From an optimization exercise on the open Yosys and OpenROAD flow, aimed at small area and a short achievable clock period; shortcuts taken in it are not production practice.
In this exercise RTL edits were held to simulation tests only and were not proved equivalent to the original.
Power figures rest on the tool's default switching activity, not on a simulated workload.

File: design.v
module datapath_cw_sequencer #(
  parameter int unsigned DEPTH       = 16,
  parameter int unsigned HOLD_CYCLES = 2,
  parameter logic [24:0] NOP_CW      = 25'd0
) (
  input  logic        clock,
  input  logic        reset,
  input  logic        push_valid,
  output logic        push_ready,
  input  logic [24:0] push_cw,
  input  logic [63:0] push_const,
  input  logic [1:0]  push_op,
  input  logic        go,
  input  logic [3:0]  status,
  output logic [24:0] ControlWord,
  output logic [63:0] constant,
  output logic        busy,
  output logic        done,
  output logic [15:0] issue_count
);
  localparam int unsigned CW = $clog2(DEPTH + 1);
  localparam int unsigned HW = $clog2(HOLD_CYCLES + 1);
  localparam int unsigned DW = 89;
  localparam logic [1:0] OpNormal = 2'b00;
  localparam logic [1:0] OpHold   = 2'b01;
  localparam logic [1:0] OpSkip   = 2'b10;
  localparam logic [1:0] OpHalt   = 2'b11;
  typedef enum logic [1:0] {StIdle, StRun, StHold, StSkip} state_e;
  logic [DW-1:0] mem_data [DEPTH];
  logic [1:0]    mem_op   [DEPTH];
  logic [DEPTH-1:0] wen_q, wr_oh, rd_oh_q, rd_oh_nx, rd_nx_q;
  logic [CW-1:0]    count_q, count_d, count_inc, count_dec;
  logic             count_is1, count_is15, empty_d, ready_d;
  logic [15:0]      cnt_inc;
  logic             empty_q, ready_q, busy_q;
  logic [1:0]       head_op_q, head_op_d, next_op;
  logic [2:0]       head_sel_q, head_sel_d, next_sel;   
  logic [DEPTH-1:0] wen_d;
  logic             push_en, pop;
  state_e        state_q, state_d;
  logic [24:0]   cw_q, cw_d;
  logic [63:0]   const_q, const_d;
  logic          done_q, done_d;
  logic [15:0]   cnt_q;
  logic [HW-1:0] hcnt_q, hcnt_d;
  logic          issued_q, issue;
  logic [3:0]    status_q;
  logic [2:0]    skip_sel_q, skip_sel_d;
  logic          skip_cond, take;
  logic [DW-1:0] head_data;
  logic [24:0]   head_cw;
  logic [63:0]   head_const;
  assign push_ready = ready_q;
  assign push_en    = push_valid && ready_q;
  assign rd_oh_nx   = {rd_oh_q[DEPTH-2:0], rd_oh_q[DEPTH-1]};
  assign wr_oh      = ready_q ? wen_q : rd_oh_q;
  assign count_inc  = count_q + CW'(1);
  assign count_dec  = count_q - CW'(1);
  assign count_is1  = (count_q == CW'(1));
  assign count_is15 = (count_q == CW'(DEPTH - 1));
  assign cnt_inc    = cnt_q + 16'd1;
  always_comb begin
    head_data = '0;
    next_op   = '0;
    next_sel  = '0;
    for (int i = 0; i < DEPTH; i++) begin
      head_data = head_data | (mem_data[i] & {DW{rd_oh_q[i]}});
      next_op   = next_op   | (mem_op[i]   & {2{rd_nx_q[i]}});
      next_sel  = next_sel  | (mem_data[i][27:25] & {3{rd_nx_q[i]}});
    end
  end
  assign {head_const, head_cw} = head_data;
  logic auto_q, skst_q, skc_q, iss_ok_q, drop;
  logic [3:0] status_d;
  assign skip_cond = skc_q;
  always_comb begin
    state_d    = state_q;
    done_d     = 1'b0;
    hcnt_d     = hcnt_q;
    pop        = 1'b0;
    skip_sel_d = skip_sel_q;
    take  = auto_q | (!busy_q & go) | (skst_q & !skip_cond);
    drop  = skst_q & skip_cond;
    issue = take & iss_ok_q;
    if (take || drop) begin
      if (empty_q) begin
        state_d = StIdle;
        done_d  = 1'b1;
      end else begin
        pop = 1'b1;
        if (drop) begin
          state_d = StRun;
        end else begin
          case (head_op_q)
            OpNormal: begin
              state_d = StRun;
              hcnt_d  = HW'(HOLD_CYCLES);
            end
            OpHold: begin
              state_d = StHold;
              hcnt_d  = HW'(HOLD_CYCLES);
            end
            OpSkip: begin
              state_d    = StSkip;
              skip_sel_d = head_sel_q;
            end
            default: begin  
              state_d = StIdle;
              done_d  = 1'b1;
            end
          endcase
        end
      end
    end else if (state_q == StHold) begin
      hcnt_d = hcnt_q - 1'b1;
    end
    status_d = issued_q ? status : status_q;
    cw_d    = issue ? head_cw : NOP_CW;
    const_d = issue ? head_const : const_q;
    unique case ({push_en, pop})
      2'b10:   count_d = count_inc;
      2'b01:   count_d = count_dec;
      default: count_d = count_q;
    endcase
    empty_d = (push_en == pop) ? empty_q : (pop && count_is1);
    ready_d = (push_en == pop) ? ready_q : (pop || !count_is15);
    if (pop) head_op_d = count_is1 ? push_op : next_op;
    else     head_op_d = empty_q ? push_op : head_op_q;
    if (pop) head_sel_d = count_is1 ? push_const[2:0] : next_sel;
    else     head_sel_d = empty_q ? push_const[2:0] : head_sel_q;
    unique case ({push_en, pop})
      2'b00:   wen_d = wen_q;
      2'b01:   wen_d = wr_oh;
      2'b10:   wen_d = count_is15 ? '0 : {wen_q[DEPTH-2:0], wen_q[DEPTH-1]};
      default: wen_d = {wen_q[DEPTH-2:0], wen_q[DEPTH-1]};
    endcase
  end
  always_ff @(posedge clock) begin
    for (int i = 0; i < DEPTH; i++) begin
      if (wen_q[i]) begin
        mem_data[i] <= {push_const, push_cw};
        mem_op[i]   <= push_op;
      end
    end
  end
  always_ff @(posedge clock) begin
    if (reset) begin
      wen_q      <= DEPTH'(1);
      rd_oh_q    <= DEPTH'(1);
      rd_nx_q    <= DEPTH'(2);
      count_q    <= '0;
      empty_q    <= 1'b1;
      ready_q    <= 1'b1;
      busy_q     <= 1'b0;
      head_op_q  <= '0;
      head_sel_q <= '0;
      state_q    <= StIdle;
      cw_q       <= NOP_CW;
      const_q    <= '0;
      done_q     <= 1'b0;
      cnt_q      <= '0;
      hcnt_q     <= '0;
      issued_q   <= 1'b0;
      status_q   <= '0;
      skip_sel_q <= '0;
      auto_q     <= 1'b0;
      skst_q     <= 1'b0;
      skc_q      <= 1'b0;
      iss_ok_q   <= 1'b0;
    end else begin
      wen_q      <= wen_d;
      if (pop)     rd_oh_q <= rd_oh_nx;
      if (pop)     rd_nx_q <= {rd_nx_q[DEPTH-2:0], rd_nx_q[DEPTH-1]};
      count_q    <= count_d;
      empty_q    <= empty_d;
      ready_q    <= ready_d;
      busy_q     <= (state_d != StIdle);
      head_op_q  <= head_op_d;
      head_sel_q <= head_sel_d;
      state_q    <= state_d;
      cw_q       <= cw_d;
      const_q    <= const_d;
      done_q     <= done_d;
      if (issue) cnt_q <= cnt_inc;
      hcnt_q     <= hcnt_d;
      issued_q   <= issue;
      skip_sel_q <= skip_sel_d;
      status_q   <= status_d;
      auto_q     <= (state_d == StRun) || (state_d == StHold && hcnt_d == '0);
      skst_q     <= (state_d == StSkip);
      skc_q      <= status_d[skip_sel_d[1:0]] ^ skip_sel_d[2];
      iss_ok_q   <= !empty_d && !head_op_d[1];
    end
  end
  assign ControlWord = cw_q;
  assign constant    = const_q;
  assign done        = done_q;
  assign issue_count = cnt_q;
  assign busy        = busy_q;
endmodule
File: flow/run.sh
#!/bin/bash
set -euo pipefail
bash standard.sh MATCH_CELL_FOOTPRINT=0 "BUFFER_PORTS_ARGS=-buffer_cell sky130_fd_sc_hd__buf_2" \
  "CTS_ARGS=-sink_clustering_enable -repair_clock_nets -sink_clustering_size 30 -sink_clustering_max_diameter 60 -dont_use_dummy_load" \
  finish > flow_make.log 2>&1
File: standard.sh
#!/bin/bash
# synth_recipe.tcl (not shown) runs the flow's synth.tcl, then flattens the netlist and writes it again
# the make line also repeats each setting of config.mk as NAME=value (left out here)
make -C /OpenROAD-flow-scripts/flow DESIGN_CONFIG=/design/flow/config.mk WORK_HOME=/design/flow/orfs CLKGATE_MAP_FILE= SYNTH_SCRIPT=/design/flow/synth_recipe.tcl "${@:-finish}"
File: config.mk
export PLATFORM = sky130hd
export DESIGN_NAME = datapath_cw_sequencer
export DESIGN_NICKNAME = datapath_cw_sequencer
export VERILOG_FILES = /design/flow/design.v
export SDC_FILE = /design/flow/constraint.sdc
export NUM_CORES = 4
export LEC_CHECK = 0
export CAP_MARGIN = 20
export CORE_MARGIN = 2
export CORE_UTILIZATION = 60
export CTS_CLUSTER_DIAMETER = 60
export CTS_CLUSTER_SIZE = 30
export PLACE_DENSITY = 0.75
export SETUP_SLACK_MARGIN = 2.8
export SLEW_MARGIN = 20
export TNS_END_PERCENT = 100
File: constraint.sdc
create_clock -name core_clock -period 5.0 [get_ports {clock}]
set_input_delay 1.0000 -clock core_clock [delete_from_list [all_inputs] [get_ports {clock}]]
set_output_delay 1.0000 -clock core_clock [all_outputs]
set_load 0.01 [all_outputs]
==> results of run 1 <==
placed cells by master, fill, tap and decap left out, types with 9 or more instances in the layout:
cell type                   instances
sky130_fd_sc_hd__nor3_1            42
sky130_fd_sc_hd__diode_2           10
sky130_fd_sc_hd__nand3_1           51
sky130_fd_sc_hd__inv_1             15
sky130_fd_sc_hd__dfxtp_4           49
sky130_fd_sc_hd__buf_12            15
sky130_fd_sc_hd__a22o_1           179
sky130_fd_sc_hd__mux2i_1           10
sky130_fd_sc_hd__a221oi_1         178
sky130_fd_sc_hd__edfxtp_1        1456
sky130_fd_sc_hd__a21oi_1           49
sky130_fd_sc_hd__nand2_1           78
sky130_fd_sc_hd__a211oi_1          18
sky130_fd_sc_hd__a22oi_1          413
sky130_fd_sc_hd__buf_4             61
sky130_fd_sc_hd__o22ai_1           42
sky130_fd_sc_hd__dfxtp_1           83
sky130_fd_sc_hd__clkbuf_16         99
sky130_fd_sc_hd__nor2_1           114
sky130_fd_sc_hd__nand4_1           93
sky130_fd_sc_hd__ha_1               9
sky130_fd_sc_hd__buf_6             50
sky130_fd_sc_hd__dfxtp_2           51
sky130_fd_sc_hd__and3_1            29
sky130_fd_sc_hd__buf_2            165
sky130_fd_sc_hd__a31oi_1           25
state kept, by name (all words and copies together) (netlist names), 3 cells and up:
name / flops
mem_data: 1424
const_q: 64
mem_op: 32
cw_q: 25
cnt_q: 16
rd_nx_q: 16
rd_oh_q: 16
wen_q: 16
count_q: 5
status_q: 4
head_sel_q: 3
skip_sel_q: 3
cell type report:
cell class | instances | area, um^2
flip-flops and latches | 1639 | 47600
fillers | 6190 | 32200
multi-input cells | 1415 | 10000
clock buffers | 99 | 2480
repair buffers | 300 | 2380
well taps | 1276 | 1600
inverters | 16 | 72.6
diodes | 10 | 25.0
routing by layer:
metal	share of wire [%]	up-vias	GRT usage [%]	routed length (um)
li1	-	13916	-	-
met1	34	17575	44.3	56100
met2	47	3032	53.2	78400
met3	15	567	7.56	24500
met4	4.6	24	13.5	7720
met5	0.083	-	0	139
cells in the mapped netlist, types with 29 or more instances:
library cell and n:
sky130_fd_sc_hd__o22ai_1 42, sky130_fd_sc_hd__clkbuf_1 145, sky130_fd_sc_hd__buf_1 50, sky130_fd_sc_hd__edfxtp_1 1456, sky130_fd_sc_hd__nand3_1 51, sky130_fd_sc_hd__a22oi_1 413
sky130_fd_sc_hd__a22o_1 179, sky130_fd_sc_hd__nand2_1 79, sky130_fd_sc_hd__nand4_1 93, sky130_fd_sc_hd__a221oi_1 178, sky130_fd_sc_hd__and3_1 29, sky130_fd_sc_hd__dfxtp_1 183
sky130_fd_sc_hd__a21oi_1 52, sky130_fd_sc_hd__nor2_1 114, sky130_fd_sc_hd__nor3_1 49
kinds of logic (layout without fill, tap and decap cells):
logic type	count (synthesis)	count (layout)	share of synthesized area [%]
buffers and inverters	230	415	1.55
and+or+nand+nor	443	445	3.80
xor gates and xnor gates	15	15	0.226
other	0	10	0
AOI/OAI and AO/OA	929	930	12.4
adders and majority gates	11	11	0.237
DFF	1639	1639	81.5
muxes	14	14	0.293
report_power, final:
part           leakage, nW  switching, mW  internal [mW]
combinational         3.93           1.03          0.481
clock                 1.22           4.01           3.50
sequential            15.1          0.503           15.7
final timing paths:
check / from / end / slack (ns)
setup reg to reg: rd_oh_q[13]$_SDFFE_PP0P_ / const_q[1]$_SDFFE_PP0P_ / 2.77
hold / removal: cnt_q[1]$_SDFFE_PP0P_ / cnt_q[1]$_SDFFE_PP0P_ / 0.48
setup / recovery: const_q[55]$_SDFFE_PP0P_ / constant[55] / 2.75
hold reg to reg: cnt_q[1]$_SDFFE_PP0P_ / cnt_q[1]$_SDFFE_PP0P_ / 0.48
per-stage QoR:
stage / setup WS, ns / util, % / std cells
floorplan: 2.04 / - / 3281
global placement: 1.23 / 62.9 / 4611
detailed placement: 1.06 / 62.9 / 4611
CTS: 2.75 / 66.4 / 4737
global route: 2.73 / 66.6 / 4750
finish: 2.75 / 66.6 / 4755
timing repair:
action / in CTS / in global routing
buffers inserted: 25 / 7
pin swaps: 2 / 3
setup endpoints to repair: 222 / 86
gates resized for setup: 150 / 33
endpoints found under the hold margin: 0 / 0
cloned: 2 / 1
==> impl_metrics.py, run 1 <==
metrics = {
    "run_status": {
        "run_status": "timing/DRC/antenna clean",
    },
    "synth": {
        "syn-instance-count": 3281,
        "synth_edf_count": 1456,
        "synth_area_um2": 58100,
        "synth.net_count": 3391,
        "synth_top_flop_cell": "sky130_fd_sc_hd__edfxtp_1",
        "synth_area_per_cell_um2": 17.7,
        "ys_top_cells_by_area": "sky130_fd_sc_hd__edfxtp_1 (75%), sky130_fd_sc_hd__dfxtp_1 (6.3%), sky130_fd_sc_hd__a22oi_1 (5.3%), sky130_fd_sc_hd__a22o_1 (2.7%), sky130_fd_sc_hd__a221oi_1 (2.7%)",
        "ys_seq_elements": 1639,
        "async_reset_ff_share_pct": 0,
        "synth.yosys.warnings": 3,
        "synth_area_leader_cell": "sky130_fd_sc_hd__edfxtp_1",
        "yosys.cell_types.count": 57,
        "synth_top_cell_area_share_pct": 75.2,
        "synth_seq_area_share_pct": 81.5,
    },
    "cts": {
        "tritoncts": "done",
        "postCtsHoldBufs": 0,
        "cts.sink_count": 1639,
        "cts.root.buffer_cell": "sky130_fd_sc_hd__clkbuf_16",
        "clk_latency_ns": 0.71,
        "max-clock-path-buffers": 3,
        "h-tree-depth": 3,
        "worst_setup_hold_path_clk_slew_ns": 0.09,
        "tritoncts.num_buffers": 99,
    },
    "worst_hold_path": {
        "timing.hold.worst_path_depth": 2,
        "hold_class": "reg2reg",
    },
    "worst_setup_path": {
        "critical_path.max_stage_delay_ns": 0.43,
        "cp.depth": 1,
        "worstSetupPathType": "reg2out",
        "data_required_critical_path_ns": 4.00,
        "worst_path_dominant_cell_family": "flip-flops",
        "start_kind": "flip-flop",
        "crit_path_end_kind": "output pin",
        "crit_path_top_delay_cell": "sky130_fd_sc_hd__dfxtp_4",
        "path_cells": "buf_6",
        "critical_path_arrival_ns": 1.25,
        "ff2ff_path_depth": 6,
        "path_max_fanout": 2,
        "critPathBufInv": 1,
    },
    "finish": {
        "drive_gt1_share_pct": 15.5,
        "area_overhead_vs_synth_pct": 10.5,
        "finished_layout_cell_area_um2": 64200,
        "finish.net_count": 3581,
    },
    "sta": {
        "timing.final.setup_violations": 0,
        "rsz0062_at_grt": "yes",
        "tightest_slew_ns": 1.23,
        "final.period_utilization_pct": 45.0,
        "timing.final.max_slew_violations": 0,
        "fin_tns_setup_ns": 0,
        "slew_headroom_pct": 18.2,
        "final_hold_viol_count": 0,
        "achievable-frequency_mhz": 445,
        "layout_min_cycle_time_ns": 2.25,
        "worst_clock_skew_on_the_final_layout_ns": 0.0700,
        "worst_hold_slack_ns": 0.484,
    },
    "power": {
        "power_density_nw_per_um2": 393,
        "power.total_mw": 25.2,
        "power.leakage_nw": 20.2,
        "peakVddDrop_v": 0.000267,
    },
    "global_route": {
        "antenna_found_initial": 22,
        "groute.usage.overall_pct": 33.1,
        "grt_max_degree": 82,
        "first_pass_grt_wire_length_um": 234000,
        "grt_pass1_vias": 33796,
        "grt_total_ovfl": 0,
    },
    "floorplan": {
        "die_area_um2": 99400,
        "io_pins": 207,
        "initial_cell_density_of_the_core_pct": 60.3,
        "num_rows": 114,
        "die_height_um": 315,
        "dieWidth_um": 315,
        "core-area_um2": 96400,
    },
    "place": {
        "sum_of_net_half_perimeters_after_detailed_placement_um": 76900,
        "numPortBuffers": 206,
        "gp_congestion": 0.865,
        "placement.cell_area_um2": 60600,
    },
    "detailed_routing": {
        "final_routed_wirelength_um": 167000,
        "avgViaCountPerCell": 7.38,
        "detail_route.first_pass.iterations": 8,
        "first_iter_violations": 5922,
        "routed-via-count": 35114,
        "avgRoutedWirePerCell_um": 35.1,
        "drc": 0,
        "antenna_left": 0,
    },
    "flow_run": {
        "max_cap_violations": 0,
    },
}
==> run 2: changes to the inputs <==
--- a/config.mk
+++ b/config.mk
@@ -8,8 +8,8 @@
 export CAP_MARGIN = 20
 export CORE_MARGIN = 2
-export CORE_UTILIZATION = 60
+export CORE_UTILIZATION = 65
 export CTS_CLUSTER_DIAMETER = 60
 export CTS_CLUSTER_SIZE = 30
-export PLACE_DENSITY = 0.75
+export PLACE_DENSITY = 0.8
 export SETUP_SLACK_MARGIN = 2.8
 export SLEW_MARGIN = 20
==> run 2 against run 1 <==
  * Worst setup slack improved by 0.016 ns
  * Combinational power barely moved
  * Die area fell by 7.6%
  * Synthesized area did not move
  * Via count fell by 0.59%
  * Utilization rose by 5.1 points
  * Total power fell by 2.7%
  * Final area fell by 1.2%
  * Hold slack got worse by 0.0015 ns
  * Clock skew rose by 0.0040 ns
  * Final cell count fell by 2.6%
  * Flip-flop and latch count did not move
  * Largest cell class unchanged
==> impl_metrics.py, run 2 <==
metrics = {
    "finish": {
        "seq_area_um2": 47600,
        "finalCoreUtilization_pct": 71.7,
        "finish.net_count": 3561,
        "post_layout_nonfiller_instances": 4629,
        "n_fill_cell": 5082,
        "drive_gt1_share_pct": 14.8,
        "top_register": "mem_data",
        "final_cell_mix": "sky130_fd_sc_hd__edfxtp_1 (1456), sky130_fd_sc_hd__a22oi_1 (413), sky130_fd_sc_hd__buf_2 (183), sky130_fd_sc_hd__a22o_1 (179), sky130_fd_sc_hd__a221oi_1 (178)",
        "biggestRegsByFlops": "mem_data x1424, const_q x64, mem_op x32",
        "final_common_cell": "sky130_fd_sc_hd__edfxtp_1",
        "area_overhead_vs_synth_pct": 9.15,
        "multi_input_area_um2": 10000,
        "finished_layout_cell_area_um2": 63500,
        "largest_reg_flops": 1424,
    },
    "floorplan": {
        "core-area_um2": 88500,
        "num_rows": 109,
        "initial_cell_density_of_the_core_pct": 65.7,
        "die_height_um": 303,
        "io_pins": 207,
        "dieWidth_um": 303,
        "die_area_um2": 91900,
    },
    "cts": {
        "clk_latency_ns": 0.68,
        "max-clock-path-buffers": 3,
        "tritoncts.num_buffers": 84,
        "worst_setup_hold_path_clk_slew_ns": 0.07,
        "cts.sink_count": 1639,
        "cts.root.buffer_cell": "sky130_fd_sc_hd__clkbuf_16",
        "h-tree-depth": 3,
        "tritoncts": "done",
    },
    "global_route": {
        "first_pass_grt_wire_length_um": 228000,
        "grt_total_ovfl": 0,
        "grt_max_degree": 95,
        "grt_pass1_vias": 33903,
        "antenna_found_initial": 25,
        "groute.usage.overall_pct": 35.0,
    },
    "worst_hold_path": {
        "hold_class": "reg2reg",
    },
    "detailed_routing": {
        "final_routed_wirelength_um": 163000,
        "drc": 0,
        "first_iter_violations": 6079,
        "routed-via-count": 34906,
        "detail_route.first_pass.iterations": 8,
        "avgRoutedWirePerCell_um": 35.3,
        "avgViaCountPerCell": 7.54,
        "antenna_left": 0,
    },
    "worst_setup_path": {
        "crit_path_top_delay_cell": "sky130_fd_sc_hd__or3_4",
        "path_cells": "buf_2, nor2b_4, or3_4, nand2_8, inv_12, ha_4, nor2b_4, buf_12, a22oi_1, a211oi_1",
        "worstSetupPathType": "in2reg",
        "crit_top_cell": "sky130_fd_sc_hd__nor2b_4",
        "start_kind": "input port",
        "critical_path.max_stage_delay_ns": 0.37,
        "critical_path_arrival_ns": 2.73,
        "path_max_fanout": 36,
        "r2r_slack_ns": 2.78,
        "data_required_critical_path_ns": 5.50,
        "crit_path_end_kind": "flip-flop",
    },
    "synth": {
        "synthMuxAreaShare_pct": 0.293,
        "synthSimpleGateAreaFrac_pct": 3.80,
        "synth_top_cell_area_share_pct": 75.2,
        "most_common_cell_in_the_synthesized_netlist": "sky130_fd_sc_hd__edfxtp_1",
        "ys_top_cells_by_area": "sky130_fd_sc_hd__edfxtp_1 (75%), sky130_fd_sc_hd__dfxtp_1 (6.3%), sky130_fd_sc_hd__a22oi_1 (5.3%), sky130_fd_sc_hd__a22o_1 (2.7%), sky130_fd_sc_hd__a221oi_1 (2.7%)",
        "synth.yosys.warnings": 3,
        "ys_seq_elements": 1639,
        "synth_seq_area_share_pct": 81.5,
        "synth_fa_ha_area_share_pct": 0.237,
        "synth.net_count": 3391,
        "synth_area_per_cell_um2": 17.7,
        "synth_common_cells": "sky130_fd_sc_hd__edfxtp_1 (1456), sky130_fd_sc_hd__a22oi_1 (413), sky130_fd_sc_hd__dfxtp_1 (183)",
        "synth_area_leader_cell": "sky130_fd_sc_hd__edfxtp_1",
        "synth_area_um2": 58100,
        "synth_top_flop_cell": "sky130_fd_sc_hd__edfxtp_1",
        "largest_family_of_logic_cells_by_synthesized_area": "compound AO/OA/AOI/OAI gates",
        "synth-compound-area-share_pct": 12.4,
        "syn-instance-count": 3281,
        "async_reset_ff_share_pct": 0,
        "post_synth_xor_area_fraction_pct": 0.226,
        "synth_edf_count": 1456,
        "yosys.cell_types.count": 57,
    },
    "power": {
        "power_density_nw_per_um2": 387,
        "peakVddDrop_v": 0.000465,
        "power.leakage_nw": 20.0,
        "power.total_mw": 24.5,
    },
    "sta": {
        "tightest_slew_ns": 1.03,
        "rsz0062_at_grt": "yes",
        "timing.final.max_slew_violations": 0,
        "slew_headroom_pct": 31.5,
        "final.period_utilization_pct": 44.6,
        "worst_hold_slack_ns": 0.483,
        "worst_clock_skew_on_the_final_layout_ns": 0.0740,
        "timing.final.setup_violations": 0,
        "fin_tns_setup_ns": 0,
        "layout_setup_ws_ns": 2.77,
        "achievable-frequency_mhz": 448,
        "layout_min_cycle_time_ns": 2.23,
        "final_hold_viol_count": 0,
    },
    "place": {
        "place_inst": 4499,
        "gp_congestion": 0.888,
        "sum_of_net_half_perimeters_after_detailed_placement_um": 75700,
        "placement.cell_area_um2": 60500,
        "pre_cts_slack_ns": 1.10,
        "numPortBuffers": 206,
    },
    "run_status": {
        "run_status": "timing/DRC/antenna clean",
    },
    "flow_run": {
        "max_cap_violations": 0,
    },
}
[run 2: cell count changes in the layout (fill, tap and decap cells not counted), sizes merged]
cell	delta
clkbuf	-14
a21o	+1
nor2b	-1
diode	+5
buf	-6
[run 2: worst paths after layout]
| check | startpoint | to | depth (start not counted) |
|---|---|---|---|
| max | go | wen_q[12]$_SDFFE_PP0P_ | 10 |
| min | head_sel_q[1]$_SDFFE_PP0P_ | head_sel_q[1]$_SDFFE_PP0P_ | 2 |
| max reg2reg | rd_oh_q[12]$_SDFFE_PP0P_ | cw_q[16]$_SDFF_PP0_ | 5 |
| min reg2reg | head_sel_q[1]$_SDFFE_PP0P_ | head_sel_q[1]$_SDFFE_PP0P_ | 2 |
[run 2: repair_timing]
action / CTS / global route
buffers inserted: 14 / 13
gates resized for setup: 79 / 56
hold buffers: 0 / 0
pin swaps: 2 / 1
setup endpoints to repair: 129 / 73
endpoints found under the hold margin: 0 / 0
cloned: 1 / 3
[run 2: layout make-up]
class / count / share of cell area, %
Timing Repair Buffer: 295 / 3.41
Sequential cell: 1639 / 75.0
Antenna cell: 15 / 0.0591
Tap cell: 1165 / 2.30
Multi-Input combinational cell: 1415 / 15.8
Clock buffer: 84 / 3.31
Inverter: 16 / 0.114
[run 2: kinds of logic after synthesis]
logic type                 after synthesis
AOI/OAI and AO/OA                      929
xor gates and xnor gates                15
adders and majority gates               11
buffers and inverters                  230
DFF                                   1639
muxes                                   14
and+or+nand+nor                        443
[run 2: worst max-delay path: cells and delay by family]
kind | cells | cell delay (ns)
AND/OR/NAND/NOR | 4 | 0.78
AO/OA/AOI/OAI | 2 | 0.39
buffers and inverters | 3 | 0.33
adder cells (fa/ha/maj) | 1 | 0.20
[run 2: per-layer routing]
metal	vias up	track usage [%]	wire length (um)
li1	13876	-	-
met1	17357	46.6	54100
met3	612	7.83	23500
met4	28	15.6	8240
met5	-	0	171
met2	3033	56.2	77300
[run 2: report_power, final]
group	switching (mW)	leakage (nW)	internal (mW)
Combinational	1.04	3.87	0.465
Sequential	0.487	15.1	15.7
Clock	3.87	1.04	3.00
Total	5.39	20.0	19.1
==> run 3: changes to the inputs <==
--- a/config.mk
+++ b/config.mk
@@ -12,5 +12,5 @@
 export CTS_CLUSTER_SIZE = 30
 export PLACE_DENSITY = 0.8
-export SETUP_SLACK_MARGIN = 2.8
+export SETUP_SLACK_MARGIN = 2.9
 export SLEW_MARGIN = 20
 export TNS_END_PERCENT = 100
==> run 3 against run 2 <==
  * Still clean on timing, DRC and antenna
  * Critical path depth shrank 2
  * Die area unchanged
  * Register-to-register slack better by 0.05 ns
  * Clock skew is 0.019 ns lower
  * Sequential share of layout area fell by 1.5 points
  * Clock-buffer cell count grew 2
==> impl_metrics.py, run 3 <==
metrics = {
    "run_status": {
        "run_status": "timing/DRC/antenna clean",
    },
    "cts": {
        "cts.root.buffer_cell": "sky130_fd_sc_hd__clkbuf_16",
        "postCtsHoldBufs": 0,
        "max-clock-path-buffers": 3,
        "tritoncts": "done",
        "clk_latency_ns": 0.68,
        "cts.sink_count": 1639,
        "worst_setup_hold_path_clk_slew_ns": 0.06,
        "tritoncts.num_buffers": 86,
        "h-tree-depth": 3,
    },
    "synth": {
        "synthMuxAreaShare_pct": 0.293,
        "most_common_cell_in_the_synthesized_netlist": "sky130_fd_sc_hd__edfxtp_1",
        "synthSimpleGateAreaFrac_pct": 3.80,
        "syn-instance-count": 3281,
        "synth_edf_count": 1456,
        "largest_family_of_logic_cells_by_synthesized_area": "compound AO/OA/AOI/OAI gates",
        "synth_area_um2": 58100,
        "synth_top_flop_cell": "sky130_fd_sc_hd__edfxtp_1",
        "synth_common_cells": "sky130_fd_sc_hd__edfxtp_1 (1456), sky130_fd_sc_hd__a22oi_1 (413), sky130_fd_sc_hd__dfxtp_1 (183)",
        "ys_top_cells_by_area": "sky130_fd_sc_hd__edfxtp_1 (75%), sky130_fd_sc_hd__dfxtp_1 (6.3%), sky130_fd_sc_hd__a22oi_1 (5.3%), sky130_fd_sc_hd__a22o_1 (2.7%), sky130_fd_sc_hd__a221oi_1 (2.7%)",
        "yosys.cell_types.count": 57,
        "synth_top_cell_area_share_pct": 75.2,
        "synth_area_per_cell_um2": 17.7,
        "async_reset_ff_share_pct": 0,
        "synth_seq_area_share_pct": 81.5,
        "ys_seq_elements": 1639,
        "synth.yosys.warnings": 3,
        "synth_area_leader_cell": "sky130_fd_sc_hd__edfxtp_1",
        "synth_fa_ha_area_share_pct": 0.237,
        "synth-compound-area-share_pct": 12.4,
        "synth.net_count": 3391,
        "post_synth_xor_area_fraction_pct": 0.226,
    },
    "detailed_routing": {
        "avgRoutedWirePerCell_um": 35.6,
        "first_iter_violations": 6450,
        "final_routed_wirelength_um": 167000,
        "detail_route.first_pass.iterations": 8,
        "antenna_left": 0,
        "drc": 0,
        "routed-via-count": 35299,
        "avgViaCountPerCell": 7.53,
    },
    "sta": {
        "final.period_utilization_pct": 45.3,
        "fin_tns_setup_ns": 0,
        "achievable-frequency_mhz": 441,
        "worst_hold_slack_ns": 0.501,
        "final_hold_viol_count": 0,
        "slew_headroom_pct": 18.5,
        "worst_clock_skew_on_the_final_layout_ns": 0.0554,
        "rsz0062_at_grt": "yes",
        "tightest_slew_ns": 1.22,
        "timing.final.max_slew_violations": 0,
        "timing.final.setup_violations": 0,
        "layout_min_cycle_time_ns": 2.27,
    },
    "power": {
        "power.leakage_nw": 20.5,
        "power_density_nw_per_um2": 383,
        "seqPwrFrac_pct": 65.3,
        "share_clk_of_total_power_pct": 28.0,
        "power.switching_fraction_pct": 22.1,
        "power_report.internal_total_mw": 19.3,
        "net_switching_component_of_the_power_mw": 5.48,
        "power.total_mw": 24.8,
        "power_frac_comb_pct": 6.7,
        "peakVddDrop_v": 0.000358,
    },
    "place": {
        "sum_of_net_half_perimeters_after_detailed_placement_um": 75300,
        "numPortBuffers": 206,
        "gp_congestion": 0.877,
    },
    "worst_setup_path": {
        "worstSetupPathType": "in2reg",
        "data_required_critical_path_ns": 5.53,
        "path_max_fanout": 6,
        "start_kind": "input port",
        "ff2ff_path_depth": 5,
        "crit_path_end_kind": "flip-flop",
        "critical_path_arrival_ns": 2.80,
    },
    "floorplan": {
        "io_pins": 207,
        "initial_cell_density_of_the_core_pct": 65.7,
        "core-area_um2": 88500,
        "dieWidth_um": 303,
        "num_rows": 109,
        "die_area_um2": 91900,
        "die_height_um": 303,
    },
    "finish": {
        "finish.net_count": 3619,
        "drive_gt1_share_pct": 18.0,
        "final_cell_mix": "sky130_fd_sc_hd__edfxtp_1 (1456), sky130_fd_sc_hd__a22oi_1 (401), sky130_fd_sc_hd__a22o_1 (179), sky130_fd_sc_hd__a221oi_1 (178), sky130_fd_sc_hd__buf_6 (123)",
        "final_common_cell": "sky130_fd_sc_hd__edfxtp_1",
        "biggestRegsByFlops": "mem_data x1424, const_q x64, mem_op x32",
        "seq_area_um2": 47700,
        "area_overhead_vs_synth_pct": 11.6,
        "top_register": "mem_data",
        "multi_input_area_um2": 10100,
        "largest_reg_flops": 1424,
        "n_fill_cell": 4849,
    },
    "worst_hold_path": {
        "timing.hold.worst_path_depth": 2,
        "hold_class": "reg2reg",
    },
    "flow_run": {
        "max_cap_violations": 0,
    },
    "global_route": {
        "antenna_found_initial": 26,
        "first_pass_grt_wire_length_um": 232000,
        "grt_max_degree": 80,
        "grt_pass1_vias": 34234,
        "groute.usage.overall_pct": 35.7,
        "grt_total_ovfl": 0,
    },
}
-- run 3: repair_timing --
item | in CTS | in global routing
buffers inserted | 62 | 26
pin swaps | 5 | 21
cloned | 3 | 3
resized for setup | 278 | 54
endpoints found under the setup margin | 304 | 149
-- run 3: stage by stage --
step | util, % | cells | area [um^2] | setup WS, ns
after floorplan | - | 3281 | 58200 | 2.04
after global placement | 68.3 | 4492 | 60500 | 1.15
after detailed placement | 68.3 | 4492 | 60500 | 1.07
after CTS | 72.7 | 4643 | 64300 | 2.78
after global routing | 73.3 | 4680 | 64800 | 2.74
final | 73.3 | 4686 | 64900 | 2.73
-- run 3: logic make-up after synthesis --
logic type,Yosys count
compound gates,929
xor+xnor,15
fa+ha+maj,11
buf+inv,230
flops,1639
mux,14
simple gates,443
-- run 3: cell type report --
class / count / share of cell area [%]
Antenna cell: 14 / 0.0540
Inverter: 16 / 0.133
Timing Repair Buffer: 349 / 5.07
Clock buffer: 86 / 3.32
Tap cell: 1165 / 2.25
Multi-Input combinational cell: 1416 / 15.6
Timing Repair inverter: 1 / 0.0174
Sequential cell: 1639 / 73.5
-- run 3: metal layers --
metal  up-vias  global-route usage, %  share of wire (%)
met5         -                      0              0.084
met4        22                   16.2                5.5
met3       610                   8.81                 16
met2      3274                   55.9                 47
met1     17409                   48.3                 32
li1      13984                      -                  -
-- run 3: critical path: stages --
cell and delay (ns):
sky130_fd_sc_hd__buf_6 0.09, sky130_fd_sc_hd__nor2b_4 0.14, sky130_fd_sc_hd__or3_4 0.43, sky130_fd_sc_hd__nand2_8 0.15, sky130_fd_sc_hd__ha_4 0.25, sky130_fd_sc_hd__a21o_4 0.22, sky130_fd_sc_hd__a22o_1 0.24, sky130_fd_sc_hd__a211o_1 0.26
-- run 3: power groups by stage --
| stage | clock network [mW] | logic [mW] | registers [mW] |
|---|---|---|---|
| finish | 6.94 | 1.67 | 16.2 |
| detailed placement | 0 | 1.31 | 16.5 |
| floorplan | 0 | 0.599 | 16.4 |
| CTS | 6.92 | 1.55 | 16.2 |
| global placement | 0 | 1.25 | 16.5 |
| global route | 7.35 | 1.75 | 16.2 |
-- run 3: final timing paths --
kind                       startpoint                       end  slack [ns]
min reg2reg  const_q[14]$_SDFFE_PP0P_  const_q[14]$_SDFFE_PP0P_        0.50
min          const_q[14]$_SDFFE_PP0P_  const_q[14]$_SDFFE_PP0P_        0.50
max                                go     wen_q[0]$_SDFFE_PP1P_        2.73
max reg2reg   rd_oh_q[3]$_SDFFE_PP0P_  const_q[26]$_SDFFE_PP0P_        2.83
==> run 4: changes to the inputs <==
--- a/config.mk
+++ b/config.mk
@@ -12,5 +12,5 @@
 export CTS_CLUSTER_SIZE = 30
 export PLACE_DENSITY = 0.8
-export SETUP_SLACK_MARGIN = 2.9
+export SETUP_SLACK_MARGIN = 2.7
 export SLEW_MARGIN = 20
 export TNS_END_PERCENT = 100
==> run 4 against run 3 <==
  * Worst setup slack worse by 0.052 ns
  * Via count decreased by 1.6%
  * Synthesized cell count is the same
  * Register-to-register slack worse by 0.15 ns
  * Die area unchanged
  * Clock power grew 3.5%
  * Sequential power hardly changed
  * Utilization is 1.8 points lower
  * Non-clock buffer count down 73
==> impl_metrics.py, run 4 <==
metrics = {
    "synth": {
        "syn-instance-count": 3281,
        "async_reset_ff_share_pct": 0,
        "most_common_cell_in_the_synthesized_netlist": "sky130_fd_sc_hd__edfxtp_1",
        "synth.yosys.warnings": 3,
        "synth_area_um2": 58100,
        "yosys.cell_types.count": 57,
        "synth_seq_area_share_pct": 81.5,
        "ys_top_cells_by_area": "sky130_fd_sc_hd__edfxtp_1 (75%), sky130_fd_sc_hd__dfxtp_1 (6.3%), sky130_fd_sc_hd__a22oi_1 (5.3%), sky130_fd_sc_hd__a22o_1 (2.7%), sky130_fd_sc_hd__a221oi_1 (2.7%)",
        "synth_top_flop_cell": "sky130_fd_sc_hd__edfxtp_1",
        "synth_top_cell_area_share_pct": 75.2,
        "synth_edf_count": 1456,
        "synth_common_cells": "sky130_fd_sc_hd__edfxtp_1 (1456), sky130_fd_sc_hd__a22oi_1 (413), sky130_fd_sc_hd__dfxtp_1 (183)",
        "synth_area_leader_cell": "sky130_fd_sc_hd__edfxtp_1",
        "synth.net_count": 3391,
        "synth_area_per_cell_um2": 17.7,
        "ys_seq_elements": 1639,
    },
    "global_route": {
        "grt_max_degree": 100,
        "grt_pass1_vias": 34338,
        "grt_total_ovfl": 0,
        "groute.usage.overall_pct": 34.5,
        "antenna_found_initial": 25,
        "first_pass_grt_wire_length_um": 227000,
    },
    "finish": {
        "biggestRegsByFlops": "mem_data x1424, const_q x64, mem_op x32",
        "largest_reg_flops": 1424,
        "area_overhead_vs_synth_pct": 8.75,
        "n_fill_cell": 5037,
        "finish.net_count": 3551,
        "finished_layout_cell_area_um2": 63200,
        "drive_gt1_share_pct": 12.7,
        "finalCoreUtilization_pct": 71.4,
        "top_register": "mem_data",
        "final_cell_mix": "sky130_fd_sc_hd__edfxtp_1 (1456), sky130_fd_sc_hd__a22oi_1 (413), sky130_fd_sc_hd__buf_2 (205), sky130_fd_sc_hd__a22o_1 (179), sky130_fd_sc_hd__a221oi_1 (178)",
        "final_common_cell": "sky130_fd_sc_hd__edfxtp_1",
    },
    "sta": {
        "tightest_slew_ns": 1.22,
        "timing.final.max_slew_violations": 0,
        "layout_min_cycle_time_ns": 2.32,
        "final_hold_viol_count": 0,
        "rsz0062_at_grt": "no",
        "timing.final.setup_violations": 0,
        "worst_clock_skew_on_the_final_layout_ns": 0.0708,
        "layout_setup_ws_ns": 2.68,
        "final.period_utilization_pct": 46.4,
        "achievable-frequency_mhz": 431,
        "fin_tns_setup_ns": 0,
        "slew_headroom_pct": 18.7,
    },
    "worst_hold_path": {
        "hold_class": "reg2reg",
    },
    "cts": {
        "h-tree-depth": 3,
        "cts.sink_count": 1639,
        "clk_latency_ns": 0.69,
        "tritoncts": "done",
        "max-clock-path-buffers": 3,
        "cts.root.buffer_cell": "sky130_fd_sc_hd__clkbuf_16",
        "worst_setup_hold_path_clk_slew_ns": 0.07,
        "tritoncts.num_buffers": 92,
        "postCtsHoldBufs": 0,
    },
    "detailed_routing": {
        "routed-via-count": 34746,
        "final_routed_wirelength_um": 160000,
        "detail_route.first_pass.iterations": 6,
        "first_iter_violations": 5596,
        "avgRoutedWirePerCell_um": 34.5,
        "drc": 0,
        "avgViaCountPerCell": 7.51,
        "antenna_left": 0,
    },
    "worst_setup_path": {
        "crit_path_end_kind": "flip-flop",
        "worstSetupPathType": "reg2reg",
        "start_kind": "flip-flop",
        "data_required_critical_path_ns": 5.57,
        "path_max_fanout": 46,
        "critical_path_arrival_ns": 2.89,
    },
    "place": {
        "sum_of_net_half_perimeters_after_detailed_placement_um": 77100,
        "pre_cts_slack_ns": 1.09,
        "gp_congestion": 0.864,
        "placement.cell_area_um2": 60500,
        "numPortBuffers": 206,
    },
    "floorplan": {
        "initial_cell_density_of_the_core_pct": 65.7,
        "io_pins": 207,
        "die_height_um": 303,
        "dieWidth_um": 303,
        "core-area_um2": 88500,
        "num_rows": 109,
        "die_area_um2": 91900,
    },
    "power": {
        "power_density_nw_per_um2": 392,
        "power.leakage_nw": 19.9,
        "peakVddDrop_v": 0.000321,
        "power.total_mw": 24.8,
    },
    "flow_run": {
        "max_cap_violations": 0,
    },
    "run_status": {
        "run_status": "timing/DRC/antenna clean",
    },
}
==> run 4: area by class of cell <==
| type | count | area, um^2 | area share [%] |
|---|---|---|---|
| tap | 1165 | 1460 | 2.31 |
| antenna | 22 | 55.1 | 0.0871 |
| inverter | 16 | 67.6 | 0.107 |
| timing repair buffer | 276 | 1820 | 2.88 |
| sequential | 1639 | 47500 | 75.1 |
| multi-input combinational | 1416 | 10000 | 15.8 |
| clock buffer | 92 | 2300 | 3.64 |
==> run 4: per-layer routing <==
metal,GRT usage (%),wire [um],up-vias,share of wire (%)
met3,6.93,22500,483,14
met5,0,80,-,0.050
met4,15.3,7540,14,4.7
met2,55.6,76400,3012,48
met1,46.5,53100,17374,33
li1,-,-,13863,-
==> run 4: worst paths after layout <==
kind / from / slack, ns / depth (start not counted) / to
worst max register to register: rd_oh_q[0]$_SDFFE_PP1P_ / 2.68 / 5 / cw_q[7]$_SDFF_PP0_
worst min register to register: head_sel_q[1]$_SDFFE_PP0P_ / 0.50 / 2 / head_sel_q[1]$_SDFFE_PP0P_
worst min-delay path: head_sel_q[1]$_SDFFE_PP0P_ / 0.50 / 2 / head_sel_q[1]$_SDFFE_PP0P_
worst max-delay path: rd_oh_q[0]$_SDFFE_PP1P_ / 2.68 / 5 / cw_q[7]$_SDFF_PP0_
==> run 4: repair_timing <==
item	4_1_cts	5_1_grt
pin swaps	2	3
buffers inserted	8	3
gates resized for setup	19	11
setup endpoints to repair	116	28
cloned	2	2
==> run 4: kinds of logic after synthesis <==
| kind of cell | share of synthesized area, % |
|---|---|
| and+or+nand+nor | 3.80 |
| DFF | 81.5 |
| muxes | 0.293 |
| adders and majority gates | 0.237 |
| AOI/OAI and AO/OA | 12.4 |
| xor gates and xnor gates | 0.226 |
| buffers and inverters | 1.55 |
==> run 4: critical path: stages (launching register included) <==
cell	delay, ns
sky130_fd_sc_hd__dfxtp_4	0.94
sky130_fd_sc_hd__buf_4	0.57
sky130_fd_sc_hd__a22o_1	0.25
sky130_fd_sc_hd__a221oi_1	0.07
sky130_fd_sc_hd__and3_1	0.20
sky130_fd_sc_hd__a31oi_1	0.17
==> run 4: metrics by stage <==
| step | cells | hold slack (ns) |
|---|---|---|
| after floorplan | 3281 | 0.446 |
| after global placement | 4495 | 0.470 |
| after detailed placement | 4496 | 0.485 |
| after CTS | 4598 | 0.495 |
| after global routing | 4615 | 0.524 |
| final | 4626 | 0.495 |
==> run 4: power by group <==
| group | internal [mW] | total [mW] | leakage (nW) | switching, mW |
|---|---|---|---|---|
| combinational | 0.432 | 1.40 | 3.74 | 0.968 |
| clock | 3.26 | 7.18 | 1.13 | 3.91 |
| sequential | 15.7 | 16.2 | 15.1 | 0.526 |

re-timing with driven ports:
How much do the figures lean on ideal ports? The routed layouts below were timed once more, with nothing changed but the port constraints. Step 1 (the two cells are an assumption about what drives the block):
set clk [get_ports {clock}]
set_driving_cell -lib_cell sky130_fd_sc_hd__clkbuf_16 $clk
set_driving_cell -lib_cell sky130_fd_sc_hd__buf_2 [delete_from_list [all_inputs] $clk]
Step 2 adds t to the input delays and takes it off the output delays; t is the mean of the earliest and latest rising clock arrival at the registers after step 1. Input paths then give back, and output paths get back, about the clock's delay inside the block. a / b / c = no drivers / after step 1 / after step 2; a / b = the first two.
| run | t, ns | setup WS [ns] | hold slack, ns | latest minus earliest clock arrival (ns) | slew at the worst register clock pin (ns) |
|---|---|---|---|---|---|
| run 1 | 0.751 | 2.752 / 2.679 / 2.067 | 0.484 / 0.484 / 0.484 | 0.077 / 0.076 | 0.11 / 0.11 |
| run 2 | 0.714 | 2.768 / 2.750 / 2.095 | 0.483 / 0.483 / 0.483 | 0.080 / 0.080 | 0.11 / 0.11 |
| run 3 | 0.708 | 2.734 / 2.684 / 2.059 | 0.501 / 0.501 / 0.501 | 0.083 / 0.083 | 0.11 / 0.11 |
| run 4 | 0.711 | 2.682 / 2.645 / 2.061 | 0.495 / 0.495 / 0.495 | 0.095 / 0.095 | 0.11 / 0.11 |
After both steps setup and hold are still met in every run listed. For run 1, which loses most, drivers alone change the setup slack by -0.073 ns; drivers and shift together by -0.685 ns.
